Background: an optimization exercise with open tools, aiming at small area, a short achievable clock period and few clock cycles per item. Do not read the settings as production practice.
Function was checked by simulation only, so behaviour that the tests miss may differ from the original.

## job 3265
==> flow/design.v (excerpt) <==
module softsign_activation_top (
  input  logic                           clk,
  input  logic                           rst_n,
  input  logic                           in_tvalid,
  output logic                           in_tready,
  input  logic [ssa_pkg::SAMPLE_W-1:0]   in_tdata,
  output logic                           out_tvalid,
  input  logic                           out_tready,
  output logic [ssa_pkg::RESULT_W-1:0]   out_tdata,
  input  logic                           cfg_psel,
  input  logic                           cfg_penable,
  input  logic                           cfg_pwrite,
  input  logic [ssa_pkg::CFG_ADDR_W-1:0] cfg_paddr,
  input  logic [ssa_pkg::CFG_DATA_W-1:0] cfg_pwdata,
  output logic [ssa_pkg::CFG_DATA_W-1:0] cfg_prdata,
  output logic                           cfg_pready
);
Size in the first run: roughly 6,800 cells after synthesis, about 1,100 flip-flops, roughly 65,000 um2 of cells after synthesis.
make LEC_CHECK=0 ABC_AREA=1 CAP_MARGIN=20 CORE_MARGIN=2 CORE_UTILIZATION=40 SETUP_SLACK_MARGIN=3.0 SLEW_MARGIN=20 finish   # period 6.5 ns
run.sh (not shown) runs the stock make flow with config.mk's settings and CLKGATE_MAP_FILE= SYNTH_SCRIPT=/design/flow/synth_recipe.tcl, a recipe that flattens the netlist after the stock synthesis.
Testbench counts of job 3265, summed over its fixed seeds: cycles 16,288, items 16,000.
Edits applied to the flow inputs when going from job 3265 to job 268:
- a deleted ABC_AREA that had been 1
- a change of SETUP_SLACK_MARGIN from 3.0 to 2.5
==> flow/flow/run.sh (new file) <==
#!/bin/bash
# Standard layout, with ORFS's post-global-route power recovery turned on:
# gates off the critical paths are downsized after timing repair.
set -e
export RECOVER_POWER=100
bash standard.sh > standard_flow.log 2>&1
==> flow/standard.sh (new file) <==
#!/bin/bash
# synth_recipe.tcl (not shown) runs the flow's synth.tcl, then flattens the netlist and writes it again
# the make line also repeats each setting of config.mk as NAME=value (left out here)
make -C /OpenROAD-flow-scripts/flow DESIGN_CONFIG=/design/flow/config.mk WORK_HOME=/design/flow/orfs CLKGATE_MAP_FILE= SYNTH_SCRIPT=/design/flow/synth_recipe.tcl "${@:-finish}"
removed: flow/run.sh
--- outcome ---
- Of job 3265 and job 268, only job 3265 finishes the flow clean.
- | job 268 | all stages done | FAIL | capacitance limit, slew limit |
- Going from job 3265 to job 268, design area shrank by a few percent.
- Job 268 vs. job 3265: source-to-sink clock delay at the later pin of the worst-skew pair shrank by 20 ps; met3 track demand over resource in global routing down 0.61 points; adder-cell share of the synthesized area increased 0.64 points; max-capacitance violation count higher.
- Going from job 3265 to job 268, via count shrank by more than 10%.
- Synthesized-area fraction occupied by xor and xnor cells ends up higher on job 268.
- Job 268 against job 3265; global-route wire length before repair is down by more than a quarter.
- Looking at proportion of cell area occupied by multi-input gates, job 268 sits below job 3265.
- Measured against each other, job 3265 and job 268 differ in critical path required time, the lower figure coming from job 268.
[inputs] job 3331 vs job 268
- an added PLACE_DENSITY of 0.75
- a change of CORE_UTILIZATION from 40 to 65
==> flow/run.sh (new file) <==
#!/bin/bash
# synth_recipe.tcl (not shown) runs the flow's synth.tcl, then flattens the netlist and writes it again
# the make line also repeats each setting of config.mk as NAME=value (left out here)
make -C /OpenROAD-flow-scripts/flow DESIGN_CONFIG=/design/flow/config.mk WORK_HOME=/design/flow/orfs CLKGATE_MAP_FILE= SYNTH_SCRIPT=/design/flow/synth_recipe.tcl finish
removed: flow/flow/run.sh
removed: flow/standard.sh
Findings:
- Changes observed in job 3331 relative to job 268: proportion of synthesized area in mux cells flat.
- Job 3331: number of slew-limit violations in the final report is 666 lower than what job 268 reported.
- Every run in job 3331 and job 268 closed cleanly, with the single exception of job 268.

---

Setup of the previous run:
Another version of the RTL of softsign_activation_top (not shown whole).
Size in the first run: roughly 6600 cells after synthesis, roughly 110 I/O pins.
==> flow/design.v (excerpt) <==
module softsign_activation_top (
  input  logic                           clk,
  input  logic                           rst_n,
  input  logic                           in_tvalid,
  output logic                           in_tready,
  input  logic [ssa_pkg::SAMPLE_W-1:0]   in_tdata,
  output logic                           out_tvalid,
  input  logic                           out_tready,
  output logic [ssa_pkg::RESULT_W-1:0]   out_tdata,
  input  logic                           cfg_psel,
  input  logic                           cfg_penable,
  input  logic                           cfg_pwrite,
  input  logic [ssa_pkg::CFG_ADDR_W-1:0] cfg_paddr,
  input  logic [ssa_pkg::CFG_DATA_W-1:0] cfg_pwdata,
  output logic [ssa_pkg::CFG_DATA_W-1:0] cfg_prdata,
  output logic                           cfg_pready
);
  localparam int STEPS_PER_REG = 1;
  localparam int NS  = ssa_pkg::DIV_STEPS;
  localparam int DW  = ssa_pkg::DEN_W;
  function automatic integer roff(input integer j);
    roff = 18 * j + (j * (j - 1)) / 2;
  endfunction
  function automatic integer qoff(input integer j);
    qoff = (j * (j - 1)) / 2;
  endfunction
  logic mode;
  logic adv;
  logic [NS:0]              vld_c, neg_c, sub_c, add_c;
  logic [roff(NS+1)-1:0]    rem_c;
  logic [(NS+1)*DW-1:0]     den_c;
  logic [qoff(NS+1)-1:0]    quo_c;
  assign in_tready = adv;
  ssa_cfg u_cfg (
    .clk         (clk),
    .rst_n       (rst_n),
    .cfg_psel    (cfg_psel),
    .cfg_penable (cfg_penable),
    .cfg_pwrite  (cfg_pwrite),
    .cfg_paddr   (cfg_paddr),
    .cfg_pwdata  (cfg_pwdata),
    .cfg_prdata  (cfg_prdata),
    .cfg_pready  (cfg_pready),
    .mode        (mode)
  );
  ssa_front u_front (
    .clk    (clk),
    .rst_n  (rst_n),
  ...
export LEC_CHECK = 0
export ABC_AREA = 1
export CAP_MARGIN = 20
export CORE_MARGIN = 2
export CORE_UTILIZATION = 40
export SETUP_SLACK_MARGIN = 3.6
export SLEW_MARGIN = 20
create_clock -name core_clock -period 6.5 [get_ports {clk}]
Stock flow here: none of the scripts above is used.
Looking at the reports, the previous run completed the entire flow and the layout it produced met the timing, DRC and antenna checks.
Testbench counts of the previous run, summed over its fixed seeds: cycles 16,288, items 16,000.
For the current run, these inputs were changed with respect to the previous run:
Settings: SETUP_SLACK_MARGIN: 3.6 -> 3.25.
[summary]
The current run — post-layout minimum cycle time 0.14 ns higher, the previous run as reference
The post-placement worst setup slack in the current run was lower than what the previous run gave.
The lower hold slack of the current run and the previous run is in the previous run.
Stage delay of the slowest cell on the critical path: the current run < the previous run
Looking at wire length after detailed routing, the current run sits below the previous run.

[static timing again, ports no longer ideal]
Ports are ideal in the flow. The routed layouts listed here were re-timed in OpenROAD.
Step 1 assumes that a clkbuf_16 drives the clock port and a buf_2 every other input.
Step 2, shift: input delay + t, output delay - t, t = (earliest + latest rising clock arrival at the registers) / 2. This alone moves slack from input paths to output paths.
a / b / c = ideal ports / drivers / drivers and shift; a / b = the first two.
| run | t (ns) | setup slack, ns | worst hold slack (ns) | worst register clock-pin slew, ns |
|---|---|---|---|---|
| job 3265 | 0.784 | 3.175 / 3.175 / 3.009 | 0.394 / 0.394 / 0.394 | 0.07 / 0.07 |
| job 268 | 0.768 | 1.560 / 1.560 / 1.560 | 0.408 / 0.408 / 0.408 | 0.06 / 0.06 |
| job 3331 | 0.753 | 2.617 / 2.617 / 2.508 | 0.402 / 0.402 / 0.402 | 0.06 / 0.06 |
| the previous run | 0.802 | 3.518 / 3.518 / 3.029 | 0.387 / 0.387 / 0.387 | 0.07 / 0.07 |
| the current run | 0.795 | 3.376 / 3.376 / 2.976 | 0.403 / 0.403 / 0.403 | 0.07 / 0.07 |
For the previous run, which loses most, drivers alone change the setup slack by 0.000 ns; drivers and shift together by -0.489 ns.
